This is an optimization exercise on Yosys and OpenROAD, whose aim is small area, a short achievable clock period and few clock cycles per item, not a production implementation.
RTL that was checked went through simulation tests only; none was proved equivalent to the original.
The RTL of run 2 was laid out without a check of its function.
Power and IR drop assume default switching activity.

==> flow/design.v <==
`timescale 1ns / 1ps
package ilid_pkg;
  localparam int unsigned POS_W = 10;
  typedef enum logic [2:0] {
    OP_READ     = 3'd0,
    OP_INS_HEAD = 3'd1,
    OP_INS_TAIL = 3'd2,
    OP_INS_AT   = 3'd3,
    OP_DELETE   = 3'd4
  } opcode_e;
  typedef enum logic [1:0] {
    ST_DONE  = 2'd0,
    ST_RANGE = 2'd1,
    ST_FULL  = 2'd2
  } status_e;
  typedef enum logic [1:0] {
    SH_HOLD   = 2'd0,
    SH_INSERT = 2'd1,
    SH_DELETE = 2'd2
  } shift_e;
  typedef struct packed {
    logic [2:0]          opcode;
    logic signed [11:0]  position;
    logic signed [31:0]  item_value;
  } ilid_cmd_t;
  typedef struct packed {
    logic signed [31:0]  read_value;
    logic [1:0]          status;
    logic [10:0]         entry_count;
  } ilid_res_t;
  typedef struct packed {
    shift_e              mode;
    logic [POS_W-1:0]    target;
    logic signed [31:0]  value;
  } ilid_ctrl_t;
endpackage
`timescale 1ns / 1ps
module ilid_cell (
  input  logic               clk_i,
  input  logic               we_i,
  input  logic signed [31:0] wdata_i,
  output logic signed [31:0] value_o
);
  logic signed [31:0] value_q;
  always_ff @(posedge clk_i) begin
    if (we_i) value_q <= wdata_i;
  end
  assign value_o = value_q;
endmodule
`timescale 1ns / 1ps
module indexed_list_insert_delete_unit #(
  parameter int unsigned CAPACITY = 64
) (
  input  logic      clk_i,
  input  logic      rst_ni,
  input  logic      start,
  output logic      busy,
  input  ilid_pkg::ilid_cmd_t cmd_i,
  output logic      done_o,
  output ilid_pkg::ilid_res_t res_o
);
  localparam int unsigned CntW = $clog2(CAPACITY + 1);
  localparam int unsigned IdxW = $clog2(CAPACITY);
  localparam int unsigned Last = CAPACITY - 1;
  assign busy = 1'b0;
  logic               v0_q;
  logic [2:0]         op0_q;
  logic [11:0]        pos0_q;
  logic signed [31:0] val0_q;
  always_ff @(posedge clk_i or negedge rst_ni) begin
    if (!rst_ni) v0_q <= 1'b0;
    else         v0_q <= start;
  end
  always_ff @(posedge clk_i) begin
    op0_q  <= cmd_i.opcode;
    pos0_q <= cmd_i.position;
    val0_q <= cmd_i.item_value;
  end
  logic [CntW-1:0] cnt_q, cnt_d;
  logic            pos_neg, pos_lt, pos_gt, full;
  logic            do_ins, do_del, do_rd, rd_err;
  logic [1:0]      status;
  logic [IdxW-1:0] target;
  assign pos_neg = pos0_q[11];
  assign pos_lt  = !pos_neg && ({1'b0, pos0_q[10:0]} <  12'(cnt_q));
  assign pos_gt  = !pos_neg && ({1'b0, pos0_q[10:0]} >  12'(cnt_q));
  assign full    = (cnt_q == CntW'(CAPACITY));
  always_comb begin
    do_ins = 1'b0;
    do_del = 1'b0;
    do_rd  = 1'b0;
    rd_err = 1'b0;
    status = ilid_pkg::ST_DONE;
    target = pos0_q[IdxW-1:0];
    unique case (op0_q)
      ilid_pkg::OP_READ: begin
        if (pos_lt) do_rd = 1'b1;
        else begin
          rd_err = 1'b1;
          status = ilid_pkg::ST_RANGE;
        end
      end
      ilid_pkg::OP_INS_HEAD, ilid_pkg::OP_INS_TAIL, ilid_pkg::OP_INS_AT: begin
        if (op0_q == ilid_pkg::OP_INS_HEAD || (op0_q == ilid_pkg::OP_INS_AT && pos_neg)) begin
          target = '0;
        end else if (op0_q == ilid_pkg::OP_INS_TAIL) begin
          target = cnt_q[IdxW-1:0];
        end
        if (op0_q == ilid_pkg::OP_INS_AT && pos_gt) status = ilid_pkg::ST_RANGE;
        else if (full)                              status = ilid_pkg::ST_FULL;
        else                                        do_ins = 1'b1;
      end
      ilid_pkg::OP_DELETE: begin
        if (pos_lt) do_del = 1'b1;
        else        status = ilid_pkg::ST_RANGE;
      end
      default: status = ilid_pkg::ST_RANGE;
    endcase
    if (!v0_q) begin
      do_ins = 1'b0;
      do_del = 1'b0;
      do_rd  = 1'b0;
    end
  end
  always_comb begin
    cnt_d = cnt_q;
    if (do_ins)      cnt_d = cnt_q + CntW'(1);
    else if (do_del) cnt_d = cnt_q - CntW'(1);
  end
  logic                v1_q;
  logic [IdxW-1:0]     t1_q;
  logic                ins1_q, del1_q, rd1_q;
  logic signed [31:0]  val1_q;
  logic                rderr1_q;
  logic [1:0]          status1_q;
  logic [CntW-1:0]     cnt1_q;
  always_ff @(posedge clk_i or negedge rst_ni) begin
    if (!rst_ni) begin
      cnt_q <= '0;
      v1_q  <= 1'b0;
    end else begin
      cnt_q <= cnt_d;
      v1_q  <= v0_q;
    end
  end
  always_ff @(posedge clk_i) begin
    t1_q      <= target;
    ins1_q    <= do_ins;
    del1_q    <= do_del;
    rd1_q     <= do_rd;
    val1_q    <= val0_q;
    rderr1_q  <= rd_err;
    status1_q <= status;
    cnt1_q    <= cnt_d;
  end
  logic [CAPACITY-1:0] s0_q, s1_q, eq_q;
  always_comb begin
    for (int i = 0; i < CAPACITY; i++) begin
      logic eq, gt;
      eq = (IdxW'(i) == t1_q);
      gt = (IdxW'(i) >  t1_q);
      if (i == Last) begin
        s0_q[i] = (ins1_q & gt) | del1_q;
        s1_q[i] = del1_q;
      end else begin
        s0_q[i] = ins1_q & (eq | gt);
        s1_q[i] = (ins1_q & eq) | (del1_q & (eq | gt));
      end
      eq_q[i] = eq;
    end
  end
  logic [IdxW-1:0] map_q [CAPACITY];
  logic [IdxW-1:0] tgt_slot;
  logic [IdxW-1:0] new_slot;
  assign new_slot = map_q[Last];
  always_comb begin
    tgt_slot = '0;
    for (int i = 0; i < CAPACITY; i++) begin
      tgt_slot = tgt_slot | (map_q[i] & {IdxW{eq_q[i]}});
    end
  end
  for (genvar g = 0; g < CAPACITY; g++) begin : g_map
    logic [IdxW-1:0] left_v, right_v, wrap_v;
    if (g == 0) begin : g_head
      assign left_v = map_q[Last];
    end else begin : g_mid_l
      assign left_v = map_q[g-1];
    end
    if (g == Last) begin : g_tail
      assign right_v = map_q[0];
      assign wrap_v  = tgt_slot;
    end else begin : g_mid_r
      assign right_v = map_q[g+1];
      assign wrap_v  = new_slot;
    end
    always_ff @(posedge clk_i or negedge rst_ni) begin
      if (!rst_ni) begin
        map_q[g] <= IdxW'(g);
      end else begin
        map_q[g] <= s1_q[g] ? (s0_q[g] ? wrap_v : right_v)
                            : (s0_q[g] ? left_v : map_q[g]);
      end
    end
  end
  logic signed [31:0] slot_val [CAPACITY];
  for (genvar g = 0; g < CAPACITY; g++) begin : g_slot
    ilid_cell u_cell (
      .clk_i   (clk_i),
      .we_i    (ins1_q && (new_slot == IdxW'(g))),
      .wdata_i (val1_q),
      .value_o (slot_val[g])
    );
  end
  logic            v2_q;
  logic            rd2_q;
  logic [IdxW-1:0] slot2_q;
  logic            rderr2_q;
  logic [1:0]      status2_q;
  logic [CntW-1:0] cnt2_q;
  always_ff @(posedge clk_i or negedge rst_ni) begin
    if (!rst_ni) v2_q <= 1'b0;
    else         v2_q <= v1_q;
  end
  always_ff @(posedge clk_i) begin
    rd2_q     <= rd1_q;
    slot2_q   <= tgt_slot;
    rderr2_q  <= rderr1_q;
    status2_q <= status1_q;
    cnt2_q    <= cnt1_q;
  end
  localparam int unsigned Groups = 4;
  localparam int unsigned GrpSz  = CAPACITY / Groups;
  logic [CAPACITY-1:0] rs;
  always_comb begin
    for (int j = 0; j < CAPACITY; j++) begin
      rs[j] = rd2_q && (slot2_q == IdxW'(j));
    end
  end
  logic signed [31:0] grp_d [Groups];
  logic signed [31:0] grp_q [Groups];
  always_comb begin
    for (int k = 0; k < Groups; k++) begin
      grp_d[k] = 32'sd0;
      for (int j = k * GrpSz; j < (k + 1) * GrpSz; j++) begin
        grp_d[k] = grp_d[k] | (slot_val[j] & {32{rs[j]}});
      end
    end
  end
  logic            v3_q;
  logic            rderr3_q;
  logic [1:0]      status3_q;
  logic [CntW-1:0] cnt3_q;
  always_ff @(posedge clk_i or negedge rst_ni) begin
    if (!rst_ni) v3_q <= 1'b0;
    else         v3_q <= v2_q;
  end
  always_ff @(posedge clk_i) begin
    for (int k = 0; k < Groups; k++) grp_q[k] <= grp_d[k];
    rderr3_q  <= rderr2_q;
    status3_q <= status2_q;
    cnt3_q    <= cnt2_q;
  end
  logic signed [31:0] rd_bus;
  always_comb begin
    rd_bus = {32{rderr3_q}};
    for (int k = 0; k < Groups; k++) rd_bus = rd_bus | grp_q[k];
  end
  logic                done_q;
  ilid_pkg::ilid_res_t res_q;
  always_ff @(posedge clk_i or negedge rst_ni) begin
    if (!rst_ni) done_q <= 1'b0;
    else         done_q <= v3_q;
  end
  always_ff @(posedge clk_i) begin
    res_q.read_value  <= rd_bus;
    res_q.status      <= status3_q;
    res_q.entry_count <= 11'(cnt3_q);
  end
  assign done_o = done_q;
  assign res_o  = res_q;
endmodule
`timescale 1ns / 1ps
module ilid_top (
  input  logic        clk_i,
  input  logic        rst_ni,
  input  logic        start,
  output logic        busy,
  input  logic [2:0]  cmd_opcode,
  input  logic [11:0] cmd_position,
  input  logic [31:0] cmd_value,
  output logic        done_o,
  output logic [31:0] res_value,
  output logic [1:0]  res_status,
  output logic [10:0] res_count
);
  ilid_pkg::ilid_cmd_t cmd;
  ilid_pkg::ilid_res_t res;
  assign cmd.opcode     = cmd_opcode;
  assign cmd.position   = cmd_position;
  assign cmd.item_value = cmd_value;
  indexed_list_insert_delete_unit #(
    .CAPACITY(64)
  ) u_unit (
    .clk_i  (clk_i),
    .rst_ni (rst_ni),
    .start  (start),
    .busy   (busy),
    .cmd_i  (cmd),
    .done_o (done_o),
    .res_o  (res)
  );
  assign res_value  = res.read_value;
  assign res_status = res.status;
  assign res_count  = res.entry_count;
endmodule
==> flow/run.sh <==
#!/bin/bash
# synth_recipe.tcl (not shown) runs the flow's synth.tcl, then flattens the netlist and writes it again
# the make line also repeats each setting of config.mk as NAME=value (left out here)
make -C /OpenROAD-flow-scripts/flow DESIGN_CONFIG=/design/flow/config.mk WORK_HOME=/design/flow/orfs CLKGATE_MAP_FILE= SYNTH_SCRIPT=/design/flow/synth_recipe.tcl finish
==> flow/config.mk <==
export PLATFORM = sky130hd
export DESIGN_NAME = ilid_top
export DESIGN_NICKNAME = ilid_top
export VERILOG_FILES = /design/flow/design.v
export SDC_FILE = /design/flow/constraint.sdc
export NUM_CORES = 4
export LEC_CHECK = 0
export CAP_MARGIN = 20
export CELL_PAD_IN_SITES_DETAIL_PLACEMENT = 0
export CELL_PAD_IN_SITES_GLOBAL_PLACEMENT = 0
export CORE_MARGIN = 2
export CORE_UTILIZATION = 55
export PLACE_DENSITY = 0.65
export SETUP_SLACK_MARGIN = 4.8
export SLEW_MARGIN = 20
==> flow/constraint.sdc <==
create_clock -name core_clock -period 8.0 [get_ports {clk_i}]
set_input_delay 1.6000 -clock core_clock [delete_from_list [all_inputs] [get_ports {clk_i}]]
set_output_delay 1.6000 -clock core_clock [all_outputs]
set_load 0.01 [all_outputs]
==> impl_results.md, run 1 <==
* Area Growth Syn to Fin at 14.5%
* Setup crit end kind: flop
* Starting Density at 55.2%
* Clock buffer depth at 4
* Layout cells sized above 1 at 18.3%
* Clk Latency, worst-skew pair at 0.95 ns
* Worst Hold End: u_unit.val1_q[21]
* Comb power frac at 10.0%
* Worst reg2reg path depth at 9
* Clk sinks at 2738
* Final setup violation count at 0
* Worst clock skew at 0.0855 ns
* Worst-path clk slew at 0.06 ns
* Slew Viols, Final at 0
* Max Cap Viol at 0
* Number of synthesized flops with an enable pin at 2048
* Reg power frac at 52.5%
* RSZ-0062 raised after global routing: false
* Hold_sp: u_unit.val0_q[21]
* Fillcell total at 13800
* Cells after synthesis at 6989
* Critical Path RT at 8.81 ns
* CTS Buf Count at 288
* H-Tree Depth at 5
* Pwr per Cell Area at 288 nW/um^2
* Vias per std cell at 7.12
* Core area at 192000 sq um
* Post-synth top flop: edfxtp_1
* Vias in the first global route at 65500
* Tot GR Track Use at 39.3%
* # IOs at 97
* Relative slew slack at 11.9%
* Die Y at 443 microns
* Yosys synthesis warning count at 9
* Status: finished clean
* Net Sw Frac at 27.7%
* First-pass GRT wire length at 536000 microns
* LEAKAGE at 41.0 nW
* Setup crit start kind: flop
* Initial drt markers at 11200
* Internal power at 0.0252 W
* Final Cell Area at 121000 sq um
* Vias at 70900
* Mean post-synth cell area at 15.2 sq um
* Switching pwr at 0.00966 W
* RePlAce Congestion at 1.08
* Seq/Total Area, Yosys at 73.2%
* Drt drc at 0
* DIE AREA at 196000 sq um
* Largest net degree at the start of global routing at 140
* Min-Delay Path Class: reg2reg
* Routed WL per cell at 39.4 microns
* Setup CP Type: reg2reg
* Final WL at 393000 microns
* Gr ovfl total at 0
* CTS tree: done
* Fin crit share at 41.1%
* Initial antenna violation count at 40
* Hold Vio Cnt, Final at 0
* Port Buf Inserts at 91
* Post-detail-place hpwl at 236000 microns
* Ys async rst share at 14.5%
* Worst Path Max Fanout at 30
* Post-synthesis cell area at 106000 sq um
* Clock power frac at 37.5%
* Synthesized flop and latch total at 2738
* Maximum VDD drop at 0.000250 V
* Setup slack after layout at 4.72 ns
* Final ANT Viol Nets at 0
* Worst reg2reg endpoint: u_unit.map_q[63][3]
* First drt pass iteration count at 6
* Synth unique cells at 89
* Area taken by multi-input logic gates at 27800 sq um
* Worst R2R Start: u_unit.t1_q[5]
* Period minus WS final at 3.28 ns
* Core Rows at 161
* Fin nets at 7261
* DP Area at 111000 sq um
* Register Area at 77600 sq um
* Setup WS pre-CTS at 3.87 ns
* Max Clk Rate at 304 MHz
* TNS Setup at 0 ns
* Least-Margin Pin Slew at 1.32 ns
* Arr. time, crit path at 4.10 ns
* Hold_buf cts at 0
* Root buffer cell: clkbuf_16
* Worst Hold Depth at 0
* Reg2reg setup slack at 4.72 ns
* Die Wd at 443 microns
-- cells in the final DEF, fill, tap and decap left out, drive strengths merged, types with 68 or more instances in the layout --
master / instances
o21ai: 219
nand3: 161
a211oi: 89
a221oi: 522
nand2: 420
a21oi: 253
dfstp: 192
buf: 301
nand4: 167
nor2: 403
edfxtp: 2048
mux4: 71
clkinv: 78
dfrtp: 204
clkbuf: 401
dfxtp: 294
a22o: 544
mux2: 93
mux2i: 184
a32oi: 68
-- power groups by stage --
stage	clock network, W	registers [W]	logic (W)
5_1_grt	0.0137	0.0182	0.00366
3_5_place_dp	0	0.0184	0.00327
3_3_place_gp	0	0.0184	0.00321
2_1_floorplan	0	0.0172	0.00196
4_1_cts	0.0132	0.0181	0.00333
6_report	0.0131	0.0183	0.00349
-- synthesized netlist by cell type, types with 7 or more instances --
library cell | count | area share, %
o22ai_1 | 47 | 0.28
buf_2 | 45 | 0.21
nand3_1 | 161 | 0.76
and3_1 | 29 | 0.17
nand2b_1 | 14 | 0.083
mux4_2 | 71 | 1.5
edfxtp_1 | 2048 | 58
mux2i_1 | 184 | 1.7
a22oi_1 | 47 | 0.33
nand4_1 | 167 | 0.99
or2_2 | 10 | 0.059
a31oi_1 | 56 | 0.33
nand3b_1 | 8 | 0.057
dfxtp_1 | 294 | 5.6
a221oi_1 | 522 | 4.3
dfstp_2 | 192 | 4.8
mux2_2 | 93 | 0.99
nor2b_1 | 65 | 0.38
nor4_1 | 17 | 0.10
buf_4 | 10 | 0.071
o21ai_0 | 205 | 0.97
dfrtp_1 | 204 | 4.8
o21ai_1 | 13 | 0.061
a21o_1 | 24 | 0.17
nor3_1 | 65 | 0.31
ha_1 | 9 | 0.11
nor2_1 | 400 | 1.4
a21oi_1 | 250 | 1.2
a32oi_1 | 65 | 0.54
clkbuf_1 | 381 | 1.4
a211oi_1 | 89 | 0.63
nand2_1 | 420 | 1.5
buf_1 | 36 | 0.13
a32o_1 | 8 | 0.076
inv_1 | 23 | 0.082
buf_6 | 7 | 0.074
and2_1 | 25 | 0.15
o211ai_1 | 19 | 0.13
a22o_1 | 544 | 4.5
o21a_1 | 8 | 0.057
-- per-layer routing --
| metal | vias to the layer above | GRT usage [%] | part of all wire [%] |
|---|---|---|---|
| met5 | - | 0.611 | 0.059 |
| met4 | 22 | 13.1 | 3.7 |
| met3 | 715 | 10.8 | 13 |
| met2 | 4905 | 55.8 | 43 |
| met1 | 36600 | 58.8 | 41 |
| li1 | 28700 | - | - |
-- registers in the layout, indices dropped and copies added, names as in the netlist, 2 cells and up --
register                      cells
u_unit.g_slot.u_cell.value_q   2048
u_unit.val1_q                    32
u_unit.cnt_q                      7
u_unit.cnt3_q                     7
u_unit.res_q                     41
u_unit.pos0_q                    12
u_unit.cnt1_q                     7
u_unit.status1_q                  2
u_unit.status3_q                  2
u_unit.slot2_q                    6
u_unit.grp_q                    128
u_unit.map_q                    384
u_unit.status2_q                  2
u_unit.cnt2_q                     7
u_unit.val0_q                    32
u_unit.op0_q                      3
u_unit.t1_q                       6
-- kinds of logic after synthesis --
| logic type | after synthesis | share of synthesized area, % |
|---|---|---|
| flip-flops | 2738 | 73.2 |
| AO/OA/AOI/OAI | 1954 | 14.1 |
| AND/OR/NAND/NOR | 1430 | 6.37 |
| buffers and inverters | 503 | 1.92 |
| multiplexers | 348 | 4.24 |
| adder cells (fa/ha/maj) | 9 | 0.106 |
| XOR/XNOR | 6 | 0.0496 |
| other | 1 | 0.00354 |
-- cell type report --
class | instances | share of cell area [%]
timing repair buffer | 397 | 2.89
tap | 2526 | 2.61
clock inverter | 111 | 0.932
multi-input combinational | 3753 | 22.9
sequential | 2738 | 64.0
inverter | 24 | 0.0805
clock buffer | 394 | 6.58
antenna | 12 | 0.0248
-- worst max path at each step --
stage | start | to | depth (start not counted)
3_5_place_dp | u_unit.t1_q[1] | u_unit.map_q[63][5] | 9
3_3_place_gp | u_unit.t1_q[1] | u_unit.map_q[63][5] | 9
4_1_cts | u_unit.t1_q[5] | u_unit.map_q[63][2] | 9
5_1_grt | u_unit.t1_q[1] | u_unit.map_q[63][4] | 9
6_report | u_unit.t1_q[5] | u_unit.map_q[63][3] | 9
2_1_floorplan | u_unit.ins1_q | u_unit.g_slot[3].u_cell.value_q[0] | 7
-- worst max-delay path, stage by stage (launching register included) --
cell and delay [ns]:
dfxtp_2 0.34, buf_6 0.30, or2b_1 0.41, nor3_1 0.22
buf_4 0.22, a21oi_1 0.36, nand4_1 0.25, nor4_4 0.56
nand4_1 0.22, mux2_2 0.32
-- per-stage QoR --
stage               hold WS, ns  util (%)  power (W)  std cells
floorplan                 0.310         -     0.0191       6993
global placement          0.310      57.9     0.0216       9387
detailed placement        0.312      57.9     0.0216       9389
CTS                       0.311      62.9     0.0346       9910
global route              0.314      63.2     0.0356       9947
finish                    0.308      63.2     0.0349       9955
-- what timing repair did --
action | CTS | global route
pin swaps | 2 | 8
setup buffers | 15 | 26
gates resized for setup | 151 | 48
endpoints found under the setup margin | 748 | 81
gates cloned | 1 | 5
Testbench counts, summed over its fixed seeds: cycles 80,040, items 80,000.
==> inputs of run 2 (changes only) <==
--- a/flow/design.v
+++ b/flow/design.v
@@ -65,15 +65,10 @@
   assign busy = 1'b0;
-  logic               v0_q;
-  logic [2:0]         op0_q;
-  logic [11:0]        pos0_q;
-  logic signed [31:0] val0_q;
-  always_ff @(posedge clk_i or negedge rst_ni) begin
-    if (!rst_ni) v0_q <= 1'b0;
-    else         v0_q <= start;
-  end
-  always_ff @(posedge clk_i) begin
-    op0_q  <= cmd_i.opcode;
-    pos0_q <= cmd_i.position;
-    val0_q <= cmd_i.item_value;
-  end
+  logic               cmd_v;
+  logic [2:0]         cmd_op;
+  logic [11:0]        cmd_pos;
+  logic signed [31:0] cmd_val;
+  assign cmd_v   = start;
+  assign cmd_op  = cmd_i.opcode;
+  assign cmd_pos = cmd_i.position;
+  assign cmd_val = cmd_i.item_value;
   logic [CntW-1:0] cnt_q, cnt_d;
@@ -83,5 +78,5 @@
   logic [IdxW-1:0] target;
-  assign pos_neg = pos0_q[11];
-  assign pos_lt  = !pos_neg && ({1'b0, pos0_q[10:0]} <  12'(cnt_q));
-  assign pos_gt  = !pos_neg && ({1'b0, pos0_q[10:0]} >  12'(cnt_q));
+  assign pos_neg = cmd_pos[11];
+  assign pos_lt  = !pos_neg && ({1'b0, cmd_pos[10:0]} <  12'(cnt_q));
+  assign pos_gt  = !pos_neg && ({1'b0, cmd_pos[10:0]} >  12'(cnt_q));
   assign full    = (cnt_q == CntW'(CAPACITY));
@@ -93,4 +88,4 @@
     status = ilid_pkg::ST_DONE;
-    target = pos0_q[IdxW-1:0];
-    unique case (op0_q)
+    target = cmd_pos[IdxW-1:0];
+    unique case (cmd_op)
       ilid_pkg::OP_READ: begin
@@ -103,8 +98,8 @@
       ilid_pkg::OP_INS_HEAD, ilid_pkg::OP_INS_TAIL, ilid_pkg::OP_INS_AT: begin
-        if (op0_q == ilid_pkg::OP_INS_HEAD || (op0_q == ilid_pkg::OP_INS_AT && pos_neg)) begin
+        if (cmd_op == ilid_pkg::OP_INS_HEAD || (cmd_op == ilid_pkg::OP_INS_AT && pos_neg)) begin
           target = '0;
-        end else if (op0_q == ilid_pkg::OP_INS_TAIL) begin
+        end else if (cmd_op == ilid_pkg::OP_INS_TAIL) begin
           target = cnt_q[IdxW-1:0];
         end
-        if (op0_q == ilid_pkg::OP_INS_AT && pos_gt) status = ilid_pkg::ST_RANGE;
+        if (cmd_op == ilid_pkg::OP_INS_AT && pos_gt) status = ilid_pkg::ST_RANGE;
         else if (full)                              status = ilid_pkg::ST_FULL;
@@ -118,3 +113,3 @@
     endcase
-    if (!v0_q) begin
+    if (!cmd_v) begin
       do_ins = 1'b0;
@@ -142,3 +137,3 @@
       cnt_q <= cnt_d;
-      v1_q  <= v0_q;
+      v1_q  <= cmd_v;
     end
@@ -150,3 +145,3 @@
     rd1_q     <= do_rd;
-    val1_q    <= val0_q;
+    val1_q    <= cmd_val;
     rderr1_q  <= rd_err;
--- a/flow/config.mk
+++ b/flow/config.mk
@@ -12,2 +12,4 @@
 export CORE_UTILIZATION = 55
+export CTS_CLUSTER_DIAMETER = 100
+export CTS_CLUSTER_SIZE = 30
 export PLACE_DENSITY = 0.65
==> run 2 against run 1 <==
  * Still clean on timing, DRC and antenna
  * First-iteration DRC count up 3.0%
  * Synthesized cell count shrank 4.1%
  * Maximum frequency is 1.2% higher
  * Non-clock buffer count decreased by 64
  * Synthesized area is 1.5% lower
  * Core utilization decreased by 3.0 points
  * Worst setup slack improved by 0.040 ns
  * Sequential cell count down 48
  * Final cell count shrank 6.6%
  * Die area down 1.5%
==> impl_results.md, run 2 <==
* Reg power frac at 64.4% (+12 points)
* Hold_buf cts at 0 (unchanged)
* Top cell type's share of synthesized area at 59.0% (+0.89 points)
* Post-detail-place hpwl at 213000 microns (-9.8%)
* Compound-Gate Fraction of Synth Area at 13.7% (-0.35 points)
* Worst reg2reg path depth at 9 (unchanged)
* Synth Area in XOR/XNOR at 0.0504% (+0.00076 points)
* Min-Delay Path Class: reg2reg
* Setup WS pre-CTS at 4.04 ns (+0.173 ns)
* Worst-path cell chain: buf_12, or2_2, nor3_1, buf_4, a32oi_1, nand4_1, nor4_1, o2111ai_1, mux2_2
* Worst path bufs/invs at 2 (unchanged)
* Least-Margin Pin Slew at 1.34 ns (+0.0260 ns)
* Hold Vio Cnt, Final at 0 (unchanged)
* Initial antenna violation count at 28 (-30%)
* First drt pass iteration count at 7 (+1)
* Synth Area in Simple Gates at 5.86% (-0.51 points)
* WP depth at 9 (unchanged)
* Fin crit share at 40.6% (-0.50 points)
* Most frequent cell after synthesis: edfxtp_1
* Max Cap Viol at 0 (unchanged)
* Core area at 188000 sq um (-2.1%)
* Final WL at 368000 microns (-6.3%)
* Net Sw Frac at 27.2% (-0.51 points)
* DIE AREA at 193000 sq um (-1.5%)
* CP max stage cell: or2_2
* Routed WL per cell at 39.6 microns (+0.30%)
* Leading post-synthesis cells by cell area: edfxtp_1 59%, dfrtp_1 4.9%, dfstp_2 4.8%
* Largest register FFs at 2048 (unchanged)
* Post-synth top flop: edfxtp_1
* Comb power frac at 10.2% (+0.2 points)
* Period minus WS final at 3.24 ns (-0.0396 ns)
* Biggest regs: u_unit.g_slot.u_cell.value_q: 2048 flops, u_unit.map_q: 384 flops, u_unit.grp_q: 128 flops
* # IOs at 97 (unchanged)
* Root buffer cell: clkbuf_16
* Starting Density at 55.5% (+0.31 points)
* Gr ovfl total at 0 (unchanged)
* CP peak stage delay at 0.58 ns (+0.02 ns)
* Largest family of logic cells by synthesized area: compound AO/OA/AOI/OAI gates
* Worst clock skew at 0.0420 ns (-0.0435 ns)
* RePlAce Congestion at 1.11 (+2.4%)
* Seq/Total Area, Yosys at 73.4% (+0.20 points)
* Die Wd at 439 microns (-0.75%)
* Setup crit end kind: flop
* First-pass GRT wire length at 504000 microns (-5.9%)
* TNS Setup at 0 ns (unchanged)
* Switching pwr at 0.00726 W (-25%)
* Worst reg2reg endpoint: u_unit.map_q[63][1]
* RSZ-0062 raised after global routing: true
* Setup crit start kind: flop
* Critical Path RT at 8.75 ns (-0.06 ns)
* Final setup violation count at 0 (unchanged)
* Worst Setup SP: u_unit.t1_q[3]
* Adder-cell share of the synthesized area at 0.108% (+0.0016 points)
* Clk sinks at 2690 (-1.8%)
* Synth unique cells at 88 (-1.1%)
* Worst R2R Start: u_unit.t1_q[3]
* LEAKAGE at 37.0 nW (-9.6%)
* Reg2reg setup slack at 4.76 ns (+0.04 ns)
* Status: finished clean
* Slew Viols, Final at 0 (unchanged)
* Biggest register: u_unit.g_slot.u_cell.value_q
* Dominant cell type by area after synthesis: edfxtp_1
* Synth cell count leaders: 2048 x edfxtp_1, 545 x a22o_1, 521 x a221oi_1
* CP delay by family, top: simple AND/OR/NAND/NOR gates
* Tot GR Track Use at 37.5% (-1.8 points)
* Cells after synthesis at 6704 (-4.1%)
* Area Growth Syn to Fin at 8.38%
* Post-synthesis cell area at 104000 sq um (-1.5%)
* Relative slew slack at 10.2% (-1.7 points)
* CTS tree: done
* Clock power frac at 25.4% (-12 points)
* Port Buf Inserts at 91 (unchanged)
* Clock buffer depth at 3 (-1)
* Vias in the first global route at 63000 (-3.8%)
* Pwr per Cell Area at 236 nW/um^2 (-18%)
* Initial drt markers at 11600 (+3.0%)
* Synthesized flop and latch total at 2690 (-1.8%)
* Vias at 68300 (-3.6%)
* Max Clk Rate at 308 MHz (+1.2%)
* Yosys synthesis warning count at 9 (unchanged)
* Number of synthesized flops with an enable pin at 2048 (unchanged)
* Setup CP Type: reg2reg
* Setup slack after layout at 4.76 ns (+0.0396 ns)
* Ys async rst share at 14.7% (+0.22 points)
* Drt drc at 0 (unchanged)
* Post-synthesis mux area share at 4.99% (+0.75 points)
* Core Util, Final at 60.1% (-3.0 points)
* H-Tree Depth at 3 (-2)
* Arr. time, crit path at 4.00 ns (-0.10 ns)
* Core Rows at 159 (-1.2%)
* Vias per std cell at 7.35 (+3.2%)
* Commonest non-fill, non-tap cell in the layout: edfxtp_1
* Worst-path clk slew at 0.12 ns (+0.06 ns)
* Fin nets at 6755 (-7.0%)
* Largest net degree at the start of global routing at 164 (+17%)
* Worst Path Max Fanout at 48 (+60%)
* Maximum VDD drop at 0.000228 V (-8.7%)
* End of the critical path: u_unit.map_q[63][1]
* Clk Latency, worst-skew pair at 0.81 ns (-0.14 ns)
* Final ANT Viol Nets at 0 (unchanged)
* Internal power at 0.0194 W (-23%)
* Die Y at 439 microns (-0.75%)
* Layout cells sized above 1 at 15.1% (-3.2 points)
* Mean post-synth cell area at 15.6 sq um (+2.7%)
* Most frequent cells in the layout: 2048 x edfxtp_1, 545 x a22o_1, 520 x a221oi_1, 452 x nand2_1, 214 x buf_4
* CTS Buf Count at 103 (-64%)
run 2: area by class of cell:
cell class              instances  area [sq um]
repair buffers                333          2920
inverters                      23          86.3
diodes                         16          40.0
flip-flops and latches       2690         76600
clock buffers                 181          2960
clock inverters                14           180
well taps                    2495          3120
fillers                     14100         75000
multi-input cells            3545         27100
run 2: metrics by stage:
stage | instances | hold WS (ns) | area (sq um) | total power, W
detailed placement | 9064 | 0.312 | 109000 | 0.0200
floorplan | 6708 | 0.310 | 104000 | 0.0182
finish | 9297 | 0.334 | 113000 | 0.0267
global placement | 9064 | 0.310 | 109000 | 0.0199
global route | 9284 | 0.342 | 113000 | 0.0273
CTS | 9271 | 0.335 | 113000 | 0.0265
run 2: how the worst min path moves through the flow:
| stage | start | endpoint | slack, ns | cells past startpoint |
|---|---|---|---|---|
| after floorplan | u_unit.cnt1_q[0] | u_unit.cnt2_q[0] | 0.31 | 0 |
| after global placement | u_unit.status3_q[0] | u_unit.res_q[11] | 0.31 | 0 |
| after detailed placement | u_unit.cnt1_q[3] | u_unit.cnt2_q[3] | 0.31 | 0 |
| after CTS | u_unit.rderr2_q | u_unit.rderr3_q | 0.33 | 0 |
| after global routing | u_unit.cnt3_q[3] | u_unit.res_q[3] | 0.34 | 0 |
| final | u_unit.rderr2_q | u_unit.rderr3_q | 0.33 | 0 |
run 2: per-layer routing:
layer	wire (microns)	vias up	GRT usage, %
met5	291	-	0.199
met1	144000	35200	56.0
li1	-	27200	-
met4	12200	16	10.2
met2	155000	5288	52.5
met3	56000	725	13.0
run 2: worst register-to-register path, cell delays in order (launching register included):
cell       delay [ns]
dfxtp_2          0.36
buf_12           0.27
or2_2            0.60
nor3_1           0.28
buf_4            0.24
a32oi_1          0.17
nand4_1          0.17
nor4_1           0.48
o2111ai_1        0.30
mux2_2           0.34
run 2: kinds of logic after synthesis:
logic type               count (synthesis)
AND/OR/NAND/NOR                       1311
flip-flops                            2690
adder cells (fa/ha/maj)                  9
multiplexers                           364
other                                    1
buffers and inverters                  474
XOR/XNOR                                 6
AO/OA/AOI/OAI                         1849
run 2: power groups by stage:
stage / Sequential, W / Clock (W) / Combinational (W)
finish: 0.0172 / 0.00679 / 0.00272
global placement: 0.0173 / 0 / 0.00257
CTS: 0.0170 / 0.00682 / 0.00264
global route: 0.0171 / 0.00728 / 0.00287
floorplan: 0.0166 / 0 / 0.00167
detailed placement: 0.0173 / 0 / 0.00261
run 2: timing repair:
action,CTS,global route
pin swaps,7,4
setup buffers,10,8
gates cloned,2,0
setup endpoints to repair,826,215
resized for setup,87,39
==> inputs of run 3 (changes only) <==
--- a/flow/design.v
+++ b/flow/design.v
@@ -126,2 +126,3 @@
   logic [IdxW-1:0]     t1_q;
+  logic [CAPACITY-1:0] pe1_q;    
   logic                ins1_q, del1_q, rd1_q;
@@ -142,2 +143,3 @@
     t1_q      <= target;
+    for (int i = 0; i < CAPACITY; i++) pe1_q[i] <= (cmd_pos[IdxW-1:0] == IdxW'(i));
     ins1_q    <= do_ins;
@@ -150,3 +152,3 @@
   end
-  logic [CAPACITY-1:0] s0_q, s1_q, eq_q;
+  logic [CAPACITY-1:0] s0, s1;
   always_comb begin
@@ -157,9 +159,8 @@
       if (i == Last) begin
-        s0_q[i] = (ins1_q & gt) | del1_q;
-        s1_q[i] = del1_q;
+        s0[i] = (ins1_q & gt) | del1_q;
+        s1[i] = del1_q;
       end else begin
-        s0_q[i] = ins1_q & (eq | gt);
-        s1_q[i] = (ins1_q & eq) | (del1_q & (eq | gt));
+        s0[i] = ins1_q & (eq | gt);
+        s1[i] = (ins1_q & eq) | (del1_q & (eq | gt));
       end
-      eq_q[i] = eq;
     end
@@ -173,3 +174,3 @@
     for (int i = 0; i < CAPACITY; i++) begin
-      tgt_slot = tgt_slot | (map_q[i] & {IdxW{eq_q[i]}});
+      tgt_slot = tgt_slot | (map_q[i] & {IdxW{pe1_q[i]}});
     end
@@ -194,4 +195,4 @@
       end else begin
-        map_q[g] <= s1_q[g] ? (s0_q[g] ? wrap_v : right_v)
-                            : (s0_q[g] ? left_v : map_q[g]);
+        map_q[g] <= s1[g] ? (s0[g] ? wrap_v : right_v)
+                            : (s0[g] ? left_v : map_q[g]);
       end
--- a/flow/config.mk
+++ b/flow/config.mk
@@ -12,4 +12,2 @@
 export CORE_UTILIZATION = 55
-export CTS_CLUSTER_DIAMETER = 100
-export CTS_CLUSTER_SIZE = 30
 export PLACE_DENSITY = 0.65
==> run 3 against run 2 <==
  * Still clean
  * Register-to-register slack lost 0.09 ns
  * Synthesized area up 1.7%
  * Non-clock buffer count increased by 22
  * Via count increased by 3.5%
  * Sequential share of layout area fell by 3.2 points
  * Clock power increased by 91%
  * Total power up 33%
  * Maximum frequency decreased by 2.6%
  * Worst setup slack got worse by 0.086 ns
  * Combinational power up 64%
  * Sequential power increased by 5%
  * Largest cell class unchanged
==> impl_results.md, run 3 <==
* Post-synthesis cell area at 106000 sq um (+1.7%)
* DP Area at 111000 sq um (+1.6%)
* Worst Path Max Fanout at 6 (-88%)
* Post-detail-place hpwl at 254000 microns (+19%)
* Most frequent cells in the layout: 2048 x edfxtp_1, 758 x a22oi_1, 389 x nand2_1, 338 x nor2_1, 299 x clkbuf_16
* CP delay by family, top: simple AND/OR/NAND/NOR gates
* Root buffer cell: clkbuf_16
* Leading post-synthesis cells by cell area: edfxtp_1 58%, dfxtp_1 5.9%, a22oi_1 5.4%
* Biggest register: u_unit.g_slot.u_cell.value_q
* Comb power frac at 12.6% (+2.4 points)
* RSZ-0062 raised after global routing: true
* Worst-path cell chain: a22o_1, a221oi_1, nand4_1, or4_1, nand2_1, o21ai_1
* Core Rows at 161 (+1.3%)
* Least-Margin Pin Slew at 1.24 ns (-0.101 ns)
* Worst Hold End: u_unit.cnt3_q[6]
* Die Wd at 443 microns (+0.86%)
* Fin cells at 9934 (+6.9%)
* Mean post-synth cell area at 15.2 sq um (-2.1%)
* Critical Path RT at 8.82 ns (+0.07 ns)
* Reg power frac at 50.7% (-14 points)
* Post-synth top flop: edfxtp_1
* Largest net degree at the start of global routing at 158 (-3.7%)
* Area taken by multi-input logic gates at 27300 sq um (+0.95%)
* Max Clk Rate at 300 MHz (-2.6%)
* Min-Delay Path Class: reg2reg
* Synth cell count leaders: 2048 x edfxtp_1, 758 x a22oi_1, 436 x nor2_1
* CP max stage cell: or4_1
* Vias at 70700 (+3.5%)
* Max Cap Viol at 0 (unchanged)
* Worst R2R Start: u_unit.pe1_q[24]
* Final Cell Area at 121000 sq um (+6.7%)
* Die Y at 443 microns (+0.86%)
* Worst clock skew at 0.0639 ns (+0.0219 ns)
* Hold_sp: u_unit.cnt2_q[6]
* Worst path bufs/invs at 0 (-2)
* Cells after synthesis at 6966 (+3.9%)
* Starting Density at 55.2% (-0.26 points)
* Commonest non-fill, non-tap cell in the layout: edfxtp_1
* DIE AREA at 196000 sq um (+1.7%)
* Fin crit share at 41.6% (+1.1 points)
* Status: finished clean
* Tot GR Track Use at 41.0% (+3.4 points)
* Maximum VDD drop at 0.000245 V (+7.5%)
* Final ANT Viol Nets at 0 (unchanged)
* Number of synthesized flops with an enable pin at 2048 (unchanged)
* Power, Total at 0.0354 W (+33%)
* Ys async rst share at 14.3% (-0.34 points)
* Net Sw Frac at 28.2% (+0.97 points)
* Vias per std cell at 7.12 (-3.1%)
* TNS Setup at 0 ns (unchanged)
* CP peak stage delay at 0.88 ns (+0.30 ns)
* Seq/Total Area, Yosys at 73.4% (about the same)
* Worst Hold Depth at 0 (unchanged)
* Period minus WS final at 3.33 ns (+0.0865 ns)
* Final WL at 407000 microns (+11%)
* Clk sinks at 2754 (+2.4%)
* Reg2reg setup slack at 4.67 ns (-0.09 ns)
* Drt drc at 0 (unchanged)
* CTS tree: done
* Clock buffer depth at 4 (+1)
* Placed instance count at 9394 (+3.6%)
* Synth unique cells at 94 (+6.8%)
* Setup CP Type: reg2reg
* Fillcell total at 13900 (-1.6%)
* Switching pwr at 0.00998 W (+38%)
* Register Area at 77900 sq um (+1.6%)
* Port Buf Inserts at 91 (unchanged)
* Largest register FFs at 2048 (unchanged)
* LEAKAGE at 40.7 nW (+9.9%)
* Area Growth Syn to Fin at 13.6%
* Routed WL per cell at 41.0 microns (+3.6%)
* Clock power frac at 36.7% (+11 points)
* Arr. time, crit path at 4.15 ns (+0.15 ns)
* Gr ovfl total at 0 (unchanged)
* Final setup violation count at 0 (unchanged)
* Setup WS pre-CTS at 3.80 ns (-0.243 ns)
* Vias in the first global route at 66000 (+4.7%)
* Setup slack after layout at 4.67 ns (-0.0865 ns)
* Top cell type's share of synthesized area at 58.0% (-1.0 points)
* Pwr per Cell Area at 294 nW/um^2 (+25%)
* Layout cells sized above 1 at 16.8% (+1.7 points)
* # IOs at 97 (unchanged)
* Clk Latency, worst-skew pair at 0.95 ns (+0.14 ns)
* Relative slew slack at 17.1% (+6.9 points)
* Core area at 192000 sq um (+2.2%)
* Fin nets at 7239 (+7.2%)
* Slew Viols, Final at 0 (unchanged)
* Dominant cell type by area after synthesis: edfxtp_1
* Initial drt markers at 11400 (-1.8%)
* Internal power at 0.0255 W (+31%)
* RePlAce Congestion at 1.06 (-4.4%)
* Setup crit end kind: flop
* Hold Vio Cnt, Final at 0 (unchanged)
* Most frequent cell after synthesis: edfxtp_1
* H-Tree Depth at 5 (+2)
* Yosys synthesis warning count at 9 (unchanged)
* Initial antenna violation count at 24 (-14%)
* Worst reg2reg path depth at 6 (-3)
* CTS Buf Count at 292 (+180%)
* Biggest regs: u_unit.g_slot.u_cell.value_q: 2048 flops, u_unit.map_q: 384 flops, u_unit.grp_q: 128 flops
* Worst reg2reg endpoint: u_unit.map_q[63][3]
* First-pass GRT wire length at 554000 microns (+9.9%)
* Worst-path clk slew at 0.06 ns (-0.06 ns)
* Synthesized flop and latch total at 2754 (+2.4%)
* First drt pass iteration count at 8 (+1)
* Setup crit start kind: flop
## run 3: area by class of cell
class	instances	share of cell area [%]
Antenna cell	9	0.0187
Clock buffer	416	6.82
Clock inverter	97	0.702
Inverter	20	0.0623
Multi-Input combinational cell	3757	22.7
Sequential cell	2754	64.6
Tap cell	2526	2.62
Timing Repair Buffer	355	2.47
## run 3: worst max path at each step
stage	start	endpoint	cells past startpoint
3_5_place_dp	cmd_position[3]	u_unit.cnt_q[4]	8
6_report	u_unit.pe1_q[24]	u_unit.map_q[63][3]	6
2_1_floorplan	u_unit.ins1_q	u_unit.g_slot[48].u_cell.value_q[0]	7
5_1_grt	u_unit.slot2_q[2]	u_unit.grp_q[1][15]	7
4_1_cts	u_unit.ins1_q	u_unit.g_slot[3].u_cell.value_q[4]	5
3_3_place_gp	cmd_position[3]	u_unit.cnt_q[4]	8
## run 3: routing by layer
layer | up-vias | part of all wire [%] | track usage, %
met1 | 36100 | 36 | 54.8
met5 | - | 0.040 | 0
li1 | 28400 | - | -
met4 | 22 | 8.6 | 28.8
met2 | 5123 | 44 | 60.5
met3 | 1040 | 11 | 8.40
## run 3: power by group through the flow
stage          combinational, W  clock [W]  sequential, W
5_1_grt                 0.00472     0.0136         0.0179
2_1_floorplan           0.00265          0         0.0172
3_5_place_dp            0.00435          0         0.0181
3_3_place_gp            0.00429          0         0.0182
6_report                0.00447     0.0130         0.0180
4_1_cts                 0.00437     0.0131         0.0179
## run 3: logic make-up (layout without fill, tap and decap cells)
family / after synthesis / after routing / share of synthesized area [%]
compound gates: 2039 / 2039 / 14.2
xor+xnor: 6 / 6 / 0.0495
fa+ha+maj: 9 / 9 / 0.106
buf+inv: 459 / 888 / 1.77
flops: 2754 / 2754 / 73.4
mux: 419 / 419 / 4.94
other cells: 1 / 14 / 0.00353
simple gates: 1279 / 1279 / 5.55
## run 3: per-stage QoR
step                      util [%]  hold slack [ns]
after global routing          62.7            0.333
final                         62.7            0.326
after detailed placement      57.8            0.312
after global placement        57.8            0.313
after floorplan                  -            0.310
after CTS                     62.6            0.330
## run 3: repair_timing
| action | CTS | global route |
|---|---|---|
| resized for setup | 81 | 29 |
| cloned | 0 | 0 |
| endpoints found under the setup margin | 1620 | 834 |
| buffers inserted | 8 | 8 |
| hold endpoints to repair | 0 | 0 |
| pin swaps | 3 | 8 |
| hold buffers | 0 | 0 |
Testbench counts of run 3, summed over its fixed seeds: cycles 80,032, items 80,000.
==> inputs of run 4 (changes only) <==
--- a/flow/config.mk
+++ b/flow/config.mk
@@ -12,2 +12,4 @@
 export CORE_UTILIZATION = 55
+export CTS_CLUSTER_DIAMETER = 80
+export CTS_CLUSTER_SIZE = 24
 export PLACE_DENSITY = 0.65
==> run 4 against run 3 <==
  * Sequential cell count stayed put
  * Non-clock buffer count is 5 higher
  * Largest cell class unchanged
  * Via count is 1.9% lower
  * Register-to-register slack hardly changed
  * Critical endpoint unchanged
  * Synthesized area stayed put
==> impl_results.md, run 4 <==
* CTS tree: done
* Period minus WS final at 3.34 ns (+0.0113 ns)
* Post-synth top flop: edfxtp_1
* Biggest regs: u_unit.g_slot.u_cell.value_q: 2048 flops, u_unit.map_q: 384 flops, u_unit.grp_q: 128 flops
* Vias in the first global route at 64100 (-2.7%)
* Final Cell Area at 116000 sq um (-3.8%)
* Fin cells at 9689 (-2.5%)
* Seq/Total Area, Yosys at 73.4% (unchanged)
* LEAKAGE at 38.4 nW (-5.6%)
* Mean post-synth cell area at 15.2 sq um (unchanged)
* Commonest non-fill, non-tap cell in the layout: edfxtp_1
* Status: finished clean
* Number of synthesized flops with an enable pin at 2048 (unchanged)
* Pwr per Cell Area at 264 nW/um^2 (-10%)
* Port Buf Inserts at 91 (unchanged)
* Relative slew slack at 21.2% (+4.1 points)
* Final ANT Viol Nets at 0 (unchanged)
* Cells after synthesis at 6966 (unchanged)
* RePlAce Congestion at 1.06 (unchanged)
* Largest net degree at the start of global routing at 158 (unchanged)
* Routed WL per cell at 41.6 microns (+1.5%)
* # IOs at 97 (unchanged)
* Biggest register: u_unit.g_slot.u_cell.value_q
* Worst clock skew at 0.0445 ns (-0.0194 ns)
* Worst Setup SP: u_unit.map_q[37][3]
* Synth unique cells at 94 (unchanged)
* Fin nets at 7095 (-2.0%)
* Synth cell count leaders: 2048 x edfxtp_1, 758 x a22oi_1, 436 x nor2_1
* Critical Path RT at 8.77 ns (-0.05 ns)
* Post-synthesis cell area at 106000 sq um (unchanged)
* Leading post-synthesis cells by cell area: edfxtp_1 58%, dfxtp_1 5.9%, a22oi_1 5.4%
* Layout cells sized above 1 at 14.4% (-2.5 points)
* Largest register FFs at 2048 (unchanged)
* Die Y at 443 microns (unchanged)
* Setup crit end kind: flop
* Reg2reg setup slack at 4.66 ns (about the same)
* Final setup violation count at 0 (unchanged)
* Tot GR Track Use at 40.6% (-0.39 points)
* Worst Path Max Fanout at 4 (-2)
* Most frequent cell after synthesis: edfxtp_1
* Least-Margin Pin Slew at 1.18 ns (-0.0621 ns)
* Ys async rst share at 14.3% (unchanged)
* Worst R2R Start: u_unit.map_q[37][3]
* First drt pass iteration count at 6 (-2)
* Slew Viols, Final at 0 (unchanged)
* Core Rows at 161 (unchanged)
* Core area at 192000 sq um (unchanged)
* RSZ-0062 raised after global routing: true
* Initial drt markers at 11300 (-0.20%)
* Top cell type's share of synthesized area at 58.0% (unchanged)
* CTS Buf Count at 143 (-51%)
* Yosys synthesis warning count at 9 (unchanged)
* Min Hold Slack at 0.329 ns (+0.00265 ns)
* Area Growth Syn to Fin at 9.31%
* Synthesized flop and latch total at 2754 (unchanged)
* Clock buffer depth at 3 (-1)
* TNS Setup at 0 ns (unchanged)
* Maximum VDD drop at 0.000235 V (-4.2%)
* Post-detail-place hpwl at 254000 microns (unchanged)
* First-pass GRT wire length at 547000 microns (-1.2%)
* Setup crit start kind: flop
* Vias per std cell at 7.16 (+0.57%)
* Max Clk Rate at 299 MHz (-0.34%)
* Clk sinks at 2754 (unchanged)
* Fin crit share at 41.8% (+0.14 points)
* Setup CP Type: reg2reg
* Dominant cell type by area after synthesis: edfxtp_1
* Min-Delay Path Class: reg2reg
* Hold_sp: u_unit.cnt1_q[0]
* Most frequent cells in the layout: 2048 x edfxtp_1, 758 x a22oi_1, 389 x nand2_1, 338 x nor2_1, 272 x dfxtp_1
* H-Tree Depth at 4 (-1)
* Initial antenna violation count at 24 (unchanged)
* Vias at 69400 (-1.9%)
* Final WL at 403000 microns (-1.0%)
* Clk Latency, worst-skew pair at 0.88 ns (-0.07 ns)
* DIE AREA at 196000 sq um (unchanged)
* Arr. time, crit path at 4.11 ns (-0.04 ns)
* Hold_buf cts at 0 (unchanged)
* Max Cap Viol at 0 (unchanged)
* Drt drc at 0 (unchanged)
* Root buffer cell: clkbuf_16
* DP Area at 111000 sq um (unchanged)
* Die Wd at 443 microns (unchanged)
* Worst-path clk slew at 0.09 ns (+0.03 ns)
* Placed instance count at 9394 (unchanged)
* Starting Density at 55.2% (unchanged)
* Gr ovfl total at 0 (unchanged)
* Hold Vio Cnt, Final at 0 (unchanged)
==> run 4: stage by stage <==
| stage | utilization, % | power, W | setup slack [ns] |
|---|---|---|---|
| final | 60.4 | 0.0306 | 4.66 |
| after global routing | 60.3 | 0.0314 | 4.74 |
| after CTS | 60.2 | 0.0305 | 4.79 |
| after detailed placement | 57.8 | 0.0225 | 3.80 |
| after global placement | 57.8 | 0.0224 | 3.82 |
| after floorplan | - | 0.0198 | 4.54 |
==> run 4: timing repair <==
item	in CTS	in global routing
pin swaps	3	8
gates resized for setup	70	27
gates cloned	0	0
setup buffers	8	14
endpoints found under the setup margin	1687	818
==> run 4: area by class of cell <==
| class | instances | area, sq um |
|---|---|---|
| diodes | 8 | 20.0 |
| inverters | 20 | 75.1 |
| clock inverters | 40 | 554 |
| clock buffers | 224 | 3910 |
| flip-flops and latches | 2754 | 77900 |
| well taps | 2526 | 3160 |
| multi-input cells | 3757 | 27300 |
| fillers | 14400 | 76200 |
| repair buffers | 360 | 3020 |
==> run 4: final timing paths <==
kind	to	cells past startpoint
setup / recovery	u_unit.map_q[63][3]	6
hold / removal	u_unit.cnt2_q[0]	0
setup reg to reg	u_unit.map_q[63][3]	6
hold reg to reg	u_unit.cnt2_q[0]	0
max in group asynchronous	u_unit.map_q[4][0]	2
min in group asynchronous	u_unit.map_q[28][0]	1
==> run 4: per-layer routing <==
layer / vias to the layer above / wire length (microns) / global-route usage [%]
met3: 928 / 43900 / 7.60
met2: 4916 / 179000 / 60.6
met5: - / 91 / 0
li1: 28000 / - / -
met4: 14 / 33500 / 27.7
met1: 35500 / 147000 / 54.6
==> run 4: kinds of logic (layout without fill, tap and decap cells) <==
logic type	count (synthesis)	in the layout	share of synthesized area [%]
AO/OA/AOI/OAI	2039	2039	14.2
XOR/XNOR	6	6	0.0495
adder cells (fa/ha/maj)	9	9	0.106
buffers and inverters	459	644	1.77
flip-flops	2754	2754	73.4
multiplexers	419	419	4.94
other	1	13	0.00353
AND/OR/NAND/NOR	1279	1279	5.55
==> run 4: where the power goes <==
group | internal [W] | leakage (nW) | switching (W)
combinational | 0.00152 | 10.7 | 0.00294
sequential | 0.0163 | 25.6 | 0.00160
clock | 0.00353 | 2.13 | 0.00471
==> run 4: worst max-delay path, cell delays in order (launching register included) <==
cell and delay [ns]:
dfrtp_1 0.51, a22o_1 0.29, a221oi_1 0.65, nand4_1 0.69, or4_1 0.88, nand2_1 0.13, o21ai_1 0.07
==> inputs of run 5 (changes only) <==
--- a/flow/design.v
+++ b/flow/design.v
@@ -210,4 +210,3 @@
   logic            v2_q;
-  logic            rd2_q;
-  logic [IdxW-1:0] slot2_q;
+  logic [7:0]      shi2_q, slo2_q;
   logic            rderr2_q;
@@ -220,4 +219,6 @@
   always_ff @(posedge clk_i) begin
-    rd2_q     <= rd1_q;
-    slot2_q   <= tgt_slot;
+    for (int h = 0; h < 8; h++) begin
+      shi2_q[h] <= rd1_q && (tgt_slot[5:3] == 3'(h));
+      slo2_q[h] <= (tgt_slot[2:0] == 3'(h));
+    end
     rderr2_q  <= rderr1_q;
@@ -231,3 +232,3 @@
     for (int j = 0; j < CAPACITY; j++) begin
-      rs[j] = rd2_q && (slot2_q == IdxW'(j));
+      rs[j] = shi2_q[j / 8] && slo2_q[j % 8];
     end
--- a/flow/config.mk
+++ b/flow/config.mk
@@ -15,3 +15,3 @@
 export PLACE_DENSITY = 0.65
-export SETUP_SLACK_MARGIN = 4.8
+export SETUP_SLACK_MARGIN = 5.0
 export SLEW_MARGIN = 20
==> run 5 against run 4 <==
  * Still clean on timing, DRC and antenna
  * Die area rose by 0.35%
  * Global-route usage fell by 2.2 points
  * Clock-buffer cell count rose by 7
  * Wire length fell by 4.6%
  * Sequential power rose by 3%
  * Synthesized area rose by 0.35%
  * Largest cell class unchanged
  * Highest routed layer unchanged
==> impl_results.md, run 5 <==
* Status: finished clean
* Worst Path Max Fanout at 9 (+5)
* Port Buf Inserts at 91 (unchanged)
* Hold_buf cts at 0 (unchanged)
* Core Rows at 161 (unchanged)
* CP peak stage delay at 0.85 ns (-0.03 ns)
* Setup crit start kind: flop
* Vias at 67900 (-2.1%)
* Initial drt markers at 10600 (-6.9%)
* Die Y at 444 microns (+0.17%)
* DIE AREA at 197000 sq um (+0.35%)
* Initial antenna violation count at 24 (unchanged)
* Critical Path RT at 8.76 ns (about the same)
* Setup WS pre-CTS at 3.84 ns (+0.0418 ns)
* Power, Total at 0.0299 W (-2.4%)
* Yosys synthesis warning count at 9 (unchanged)
* Tot GR Track Use at 38.4% (-2.2 points)
* Register Area at 78100 sq um (+0.26%)
* Vias in the first global route at 62300 (-2.9%)
* Routed WL per cell at 40.9 microns (-1.5%)
* Synth cell count leaders: 2048 x edfxtp_1, 622 x a22o_1, 613 x a221oi_1
* Drt drc at 0 (unchanged)
* Largest register FFs at 2048 (unchanged)
* Setup slack after layout at 4.88 ns (+0.227 ns)
* Final ANT Viol Nets at 0 (unchanged)
* Least-Margin Pin Slew at 1.23 ns (+0.0453 ns)
* LEAKAGE at 38.4 nW (-0.19%)
* Worst path bufs/invs at 0 (unchanged)
* H-Tree Depth at 4 (unchanged)
* TNS Setup at 0 ns (unchanged)
* First-pass GRT wire length at 522000 microns (-4.5%)
* Starting Density at 55.3% (+0.14 points)
* Gr ovfl total at 0 (unchanged)
* Period minus WS final at 3.12 ns (-0.227 ns)
* Biggest register: u_unit.g_slot.u_cell.value_q
* Min Hold Slack at 0.326 ns (-0.00296 ns)
* Worst-path cell chain: a22o_1, a221oi_1, nand4_1, or4_1, and3b_1
* Number of synthesized flops with an enable pin at 2048 (unchanged)
* Final WL at 385000 microns (-4.6%)
* Dominant cell type by area after synthesis: edfxtp_1
* First drt pass iteration count at 8 (+2)
* Slew Viols, Final at 0 (unchanged)
* RSZ-0062 raised after global routing: true
* Post-synthesis cell area at 106000 sq um (+0.35%)
* Max Cap Viol at 0 (unchanged)
* Clk sinks at 2763 (+0.33%)
* Clock buffer depth at 3 (unchanged)
* Fillcell total at 14400 (+0.35%)
* Seq/Total Area, Yosys at 73.3% (-0.089 points)
* # IOs at 97 (unchanged)
* Final setup violation count at 0 (unchanged)
* Commonest non-fill, non-tap cell in the layout: edfxtp_1
* Root buffer cell: clkbuf_16
* Synthesized flop and latch total at 2763 (+0.33%)
* Ys async rst share at 14.3% (-0.047 points)
* Setup crit end kind: flop
* Hold Vio Cnt, Final at 0 (unchanged)
* Pwr per Cell Area at 259 nW/um^2 (-1.9%)
* CP max stage cell: or4_1
* Post-detail-place hpwl at 236000 microns (-7.0%)
* Top cell type's share of synthesized area at 57.8% (-0.20 points)
* Area Growth Syn to Fin at 8.41%
* Clk Latency, worst-skew pair at 0.86 ns (-0.02 ns)
* Most frequent cell after synthesis: edfxtp_1
* Largest net degree at the start of global routing at 142 (-10%)
* CP delay by family, top: simple AND/OR/NAND/NOR gates
* CTS tree: done
* Min-Delay Path Class: reg2reg
* Mean post-synth cell area at 15.7 sq um (+3.1%)
* Biggest regs: u_unit.g_slot.u_cell.value_q: 2048 flops, u_unit.map_q: 384 flops, u_unit.grp_q: 128 flops
* CTS Buf Count at 148 (+3.5%)
* Post-synth top flop: edfxtp_1
* Synth unique cells at 97 (+3.2%)
* Maximum VDD drop at 0.000233 V (-0.67%)
* Worst clock skew at 0.0596 ns (+0.0151 ns)
* Vias per std cell at 7.23 (+0.98%)
* Leading post-synthesis cells by cell area: edfxtp_1 58%, dfxtp_1 6.0%, a22o_1 5.1%
* Most frequent cells in the layout: 2048 x edfxtp_1, 622 x a22o_1, 611 x a221oi_1, 376 x nand2_1, 266 x dfxtp_1
* Fin nets at 6791 (-4.3%)
* Core area at 192000 sq um (+0.10%)
* Core Util, Final at 60.0% (-0.35 points)
* Arr. time, crit path at 3.87 ns (-0.24 ns)
* Layout cells sized above 1 at 16.0% (+1.7 points)
* Cells after synthesis at 6778 (-2.7%)
* Die Wd at 444 microns (+0.17%)
* Worst-path clk slew at 0.10 ns (about the same)
* Relative slew slack at 18.2% (-3.0 points)
* Setup CP Type: reg2reg
* Max Clk Rate at 321 MHz (+7.3%)
* RePlAce Congestion at 1.10 (+3.7%)
* Fin crit share at 38.9% (-2.8 points)
* Area taken by multi-input logic gates at 27100 sq um (-0.94%)
run 5: kinds of logic (layout without fill, tap and decap cells):
group	count (synthesis)	in the layout	share of synthesized area, %
flops	2763	2763	73.3
xor+xnor	6	6	0.0494
simple gates	1227	1227	5.59
other cells	1	21	0.00352
compound gates	1881	1881	14.1
mux	387	387	4.79
buf+inv	504	572	2.08
fa+ha+maj	9	9	0.106
run 5: final timing paths:
path                       depth (start not counted)            endpoint  slack [ns]        startpoint
setup reg to reg                                   5    u_unit.slo2_q[5]        4.88  u_unit.pe1_q[32]
min in group asynchronous                          1     u_unit.cnt_q[6]        0.66            rst_ni
hold reg to reg                                    0    u_unit.cnt2_q[2]        0.33  u_unit.cnt1_q[2]
max in group asynchronous                          2  u_unit.map_q[6][4]        5.96            rst_ni
setup / recovery                                   5    u_unit.slo2_q[5]        4.88  u_unit.pe1_q[32]
hold / removal                                     0    u_unit.cnt2_q[2]        0.33  u_unit.cnt1_q[2]
run 5: what timing repair did:
item,CTS,global route
endpoints found under the hold margin,0,0
pin swaps,3,2
endpoints found under the setup margin,2242,1106
gates resized for setup,234,45
setup buffers,8,0
run 5: power breakdown:
| group | internal [W] | total, W | switching (W) | leakage [nW] |
|---|---|---|---|---|
| logic | 0.00111 | 0.00304 | 0.00193 | 10.5 |
| clock network | 0.00376 | 0.00846 | 0.00471 | 2.20 |
| registers | 0.0165 | 0.0184 | 0.00193 | 25.7 |
run 5: metal layers:
metal | share of wire [%] | vias to the layer above | global-route usage, % | wire length (microns)
met1 | 39 | 35200 | 55.2 | 151000
met4 | 5.1 | 14 | 17.1 | 19800
li1 | - | 27200 | - | -
met2 | 44 | 4702 | 56.3 | 168000
met3 | 12 | 776 | 8.92 | 45400
met5 | 0.024 | - | 0 | 91
run 5: layout make-up:
| class | instances | share of cell area, % |
|---|---|---|
| inverters | 26 | 0.0845 |
| clock inverters | 37 | 0.412 |
| multi-input cells | 3515 | 23.5 |
| clock buffers | 231 | 3.57 |
| well taps | 2526 | 2.74 |
| flip-flops and latches | 2763 | 67.7 |
| diodes | 16 | 0.0347 |
| repair buffers | 278 | 2.04 |
run 5: through the flow:
step | std cells | instance area, sq um
finish | 9392 | 115000
CTS | 9376 | 115000
global placement | 9099 | 111000
detailed placement | 9100 | 111000
global route | 9381 | 115000
floorplan | 6782 | 107000
Testbench counts of run 5, summed over its fixed seeds: cycles 80,032, items 80,000.
==> inputs of run 6 (changes only) <==
--- a/flow/design.v
+++ b/flow/design.v
@@ -125,3 +125,3 @@
   logic                v1_q;
-  logic [IdxW-1:0]     t1_q;
+  logic [7:0]          the1_q, thg1_q, tle1_q, tlg1_q;
   logic [CAPACITY-1:0] pe1_q;    
@@ -142,3 +142,8 @@
   always_ff @(posedge clk_i) begin
-    t1_q      <= target;
+    for (int h = 0; h < 8; h++) begin
+      the1_q[h] <= (target[5:3] == 3'(h));
+      thg1_q[h] <= (3'(h) > target[5:3]);
+      tle1_q[h] <= (target[2:0] == 3'(h));
+      tlg1_q[h] <= (3'(h) > target[2:0]);
+    end
     for (int i = 0; i < CAPACITY; i++) pe1_q[i] <= (cmd_pos[IdxW-1:0] == IdxW'(i));
@@ -156,4 +161,4 @@
       logic eq, gt;
-      eq = (IdxW'(i) == t1_q);
-      gt = (IdxW'(i) >  t1_q);
+      eq = the1_q[i / 8] & tle1_q[i % 8];
+      gt = thg1_q[i / 8] | (the1_q[i / 8] & tlg1_q[i % 8]);
       if (i == Last) begin
--- a/flow/config.mk
+++ b/flow/config.mk
@@ -15,3 +15,3 @@
 export PLACE_DENSITY = 0.65
-export SETUP_SLACK_MARGIN = 5.0
+export SETUP_SLACK_MARGIN = 4.8
 export SLEW_MARGIN = 20
==> run 6 against run 5 <==
  * Still clean
  * Non-clock buffer count rose by 10
  * Die area about the same
  * Synthesized area about the same
  * Register-to-register slack lost 0.22 ns
  * Critical path depth grew 1
  * Critical path type unchanged
  * Critical endpoint is now u_unit.map_q[54][3]
  * Largest cell class unchanged
  * Largest power group unchanged
==> impl_results.md, run 6 <==
* Status: finished clean
* Slew Viols, Final at 0 (unchanged)
* Post-synthesis cell area at 106000 sq um (about the same)
* DIE AREA at 197000 sq um (about the same)
* Number of synthesized flops with an enable pin at 2048 (unchanged)
* Max Cap Viol at 0 (unchanged)
* Worst-path cell chain: buf_4, a22o_1, a21oi_1, a21oi_1, a21oi_1, o21ai_0
* Cells after synthesis at 7592 (+12%)
* Seq/Total Area, Yosys at 73.8% (+0.55 points)
* Largest register FFs at 2048 (unchanged)
* Clock buffer depth at 3 (unchanged)
* Min Hold Slack at 0.320 ns (-0.00576 ns)
* Post-synth top flop: edfxtp_1
* Drt drc at 0 (unchanged)
* Arr. time, crit path at 4.03 ns (+0.16 ns)
* Worst path bufs/invs at 1 (+1)
* Final WL at 388000 microns (+0.81%)
* Worst R2R Start: u_unit.del1_q
* Pwr per Cell Area at 220 nW/um^2 (-15%)
* Max Clk Rate at 300 MHz (-6.5%)
* Biggest regs: u_unit.g_slot.u_cell.value_q: 2048 flops, u_unit.map_q: 384 flops, u_unit.grp_q: 128 flops
* Hold Vio Cnt, Final at 0 (unchanged)
* RSZ-0062 raised after global routing: false
* Least-Margin Pin Slew at 1.25 ns (+0.0204 ns)
* Final ANT Viol Nets at 0 (unchanged)
* CTS Buf Count at 147 (-0.68%)
* Biggest register: u_unit.g_slot.u_cell.value_q
* Fin nets at 7557 (+11%)
* Clk Latency, worst-skew pair at 0.84 ns (-0.02 ns)
* Core Rows at 161 (unchanged)
* RePlAce Congestion at 1.11 (+1.2%)
* Period minus WS final at 3.33 ns (+0.216 ns)
* Root buffer cell: clkbuf_16
* Mean post-synth cell area at 14.0 sq um (-11%)
* # IOs at 97 (unchanged)
* Vias per std cell at 7.10 (-1.8%)
* Synth cell count leaders: 2048 x edfxtp_1, 972 x nand2_1, 660 x a21oi_1
* Synthesized flop and latch total at 2789 (+0.94%)
* Setup crit end kind: flop
* Tot GR Track Use at 38.7% (+0.23 points)
* Initial drt markers at 12400 (+18%)
* Setup crit start kind: flop
* Fin crit share at 41.6% (+2.7 points)
* Core area at 192000 sq um (unchanged)
* Largest net degree at the start of global routing at 153 (+7.7%)
* CP max stage cell: a22o_1
* Ys async rst share at 14.2% (-0.13 points)
* Die Wd at 444 microns (about the same)
* Worst Setup SP: u_unit.del1_q
* Critical Path RT at 8.70 ns (-0.06 ns)
* Leading post-synthesis cells by cell area: edfxtp_1 58%, dfxtp_1 6.5%, a22o_1 5.1%
* Worst clock skew at 0.0362 ns (-0.0234 ns)
* Most frequent cells in the layout: 2048 x edfxtp_1, 972 x nand2_1, 660 x a21oi_1, 623 x a22o_1, 604 x a221oi_1
* TNS Setup at 0 ns (unchanged)
* Die Y at 444 microns (about the same)
* CP peak stage delay at 0.98 ns (+0.13 ns)
* Post-detail-place hpwl at 232000 microns (-1.5%)
* Gr ovfl total at 0 (unchanged)
* Relative slew slack at 16.7% (-1.5 points)
* H-Tree Depth at 4 (unchanged)
* Port Buf Inserts at 91 (unchanged)
* Vias in the first global route at 65200 (+4.8%)
* Vias at 72200 (+6.3%)
* CP delay by family, top: compound AO/OA/AOI/OAI gates
* Clk sinks at 2789 (+0.94%)
* Starting Density at 55.3% (about the same)
* Setup CP Type: reg2reg
* Commonest non-fill, non-tap cell in the layout: edfxtp_1
* Routed WL per cell at 38.1 microns (-6.8%)
* LEAKAGE at 36.2 nW (-5.6%)
* Register Area at 78600 sq um (+0.62%)
==> run 6: worst paths after layout <==
path,end,depth (start not counted)
hold reg to reg,u_unit.cnt3_q[6],0
setup reg to reg,u_unit.map_q[54][3],6
setup / recovery,u_unit.map_q[54][3],6
max in group asynchronous,u_unit.map_q[60][0],2
hold / removal,u_unit.cnt3_q[6],0
min in group asynchronous,u_unit.cnt_q[6],1
==> run 6: per-layer routing <==
metal,GRT usage [%],part of all wire [%],up-vias
met2,55.8,43,5137
met4,14.8,4.4,16
met3,9.00,12,796
li1,-,-,29600
met5,0,0.046,-
met1,57.3,40,36700
==> run 6: final cells by class <==
cell class | count | area share (%)
Timing Repair Buffer | 288 | 2.10
Clock inverter | 39 | 0.417
Multi-Input combinational cell | 4252 | 22.9
Sequential cell | 2789 | 68.2
Clock buffer | 234 | 3.56
Tap cell | 2526 | 2.74
Antenna cell | 16 | 0.0347
Inverter | 20 | 0.0651
==> run 6: logic make-up after synthesis <==
kind of cell | count (synthesis) | share of synthesized area (%)
DFF | 2789 | 73.8
AOI/OAI and AO/OA | 2686 | 17.6
and+or+nand+nor | 1522 | 6.17
buffers and inverters | 560 | 2.04
muxes | 19 | 0.181
adders and majority gates | 9 | 0.106
xor gates and xnor gates | 6 | 0.0494
other | 1 | 0.00352
==> run 6: worst reg2reg max path: stages (launching register included) <==
cell and delay, ns:
dfxtp_2 0.32, buf_4 0.59, a22o_1 1.10, a21oi_1 0.54, a21oi_1 0.25, a21oi_1 0.06, o21ai_0 0.33
==> run 6: report_power, final <==
group | internal (W) | total, W | switching [W]
registers | 0.0157 | 0.0160 | 0.000272
clock network | 0.00368 | 0.00846 | 0.00478
logic | 0.000220 | 0.000943 | 0.000723
total | 0.0196 | 0.0254 | 0.00578
==> run 6: what timing repair did <==
| action | CTS | global route |
|---|---|---|
| resized for setup | 50 | 11 |
| pin swaps | 5 | 2 |
| endpoints found under the setup margin | 968 | 109 |
| buffers inserted | 8 | 1 |
| hold buffers | 0 | 0 |
| gates cloned | 3 | 0 |
==> run 6: stage by stage <==
step	std cells	setup slack (ns)	util [%]	power, W	cell area (sq um)
2_1_floorplan	7598	4.70	-	0.0166	106000
3_3_place_gp	9858	4.00	57.4	0.0171	110000
3_5_place_dp	9859	3.98	57.4	0.0172	110000
4_1_cts	10100	4.82	59.9	0.0253	115000
5_1_grt	10200	4.80	59.9	0.0259	115000
6_report	10200	4.67	59.9	0.0254	115000
Testbench counts of run 6, summed over its fixed seeds: cycles 80,032, items 80,000.

## static timing again, ports no longer ideal
How much do the figures lean on ideal ports? The routed layouts below were timed once more, with nothing changed but the port constraints. Step 1, drivers: a clkbuf_16 drives clk_i and a buf_2 each remaining input, both assumed. Step 2 also shifts input and output timing later by t, the mid clock arrival at the registers, as if the neighbouring blocks saw the same clock. a / b / c = no drivers / after step 1 / after step 2; a / b = the first two.
run	t (ns)	slack for setup (ns)
run 1	0.998	4.716 / 4.716 / 4.716
run 2	0.875	4.755 / 4.755 / 4.105
run 3	1.014	4.669 / 4.669 / 3.920
run 4	0.949	4.658 / 4.658 / 4.001
run 5	0.936	4.884 / 4.884 / 4.313
run 6	0.913	4.669 / 4.669 / 4.043
After both steps setup and hold are still met in every run listed.
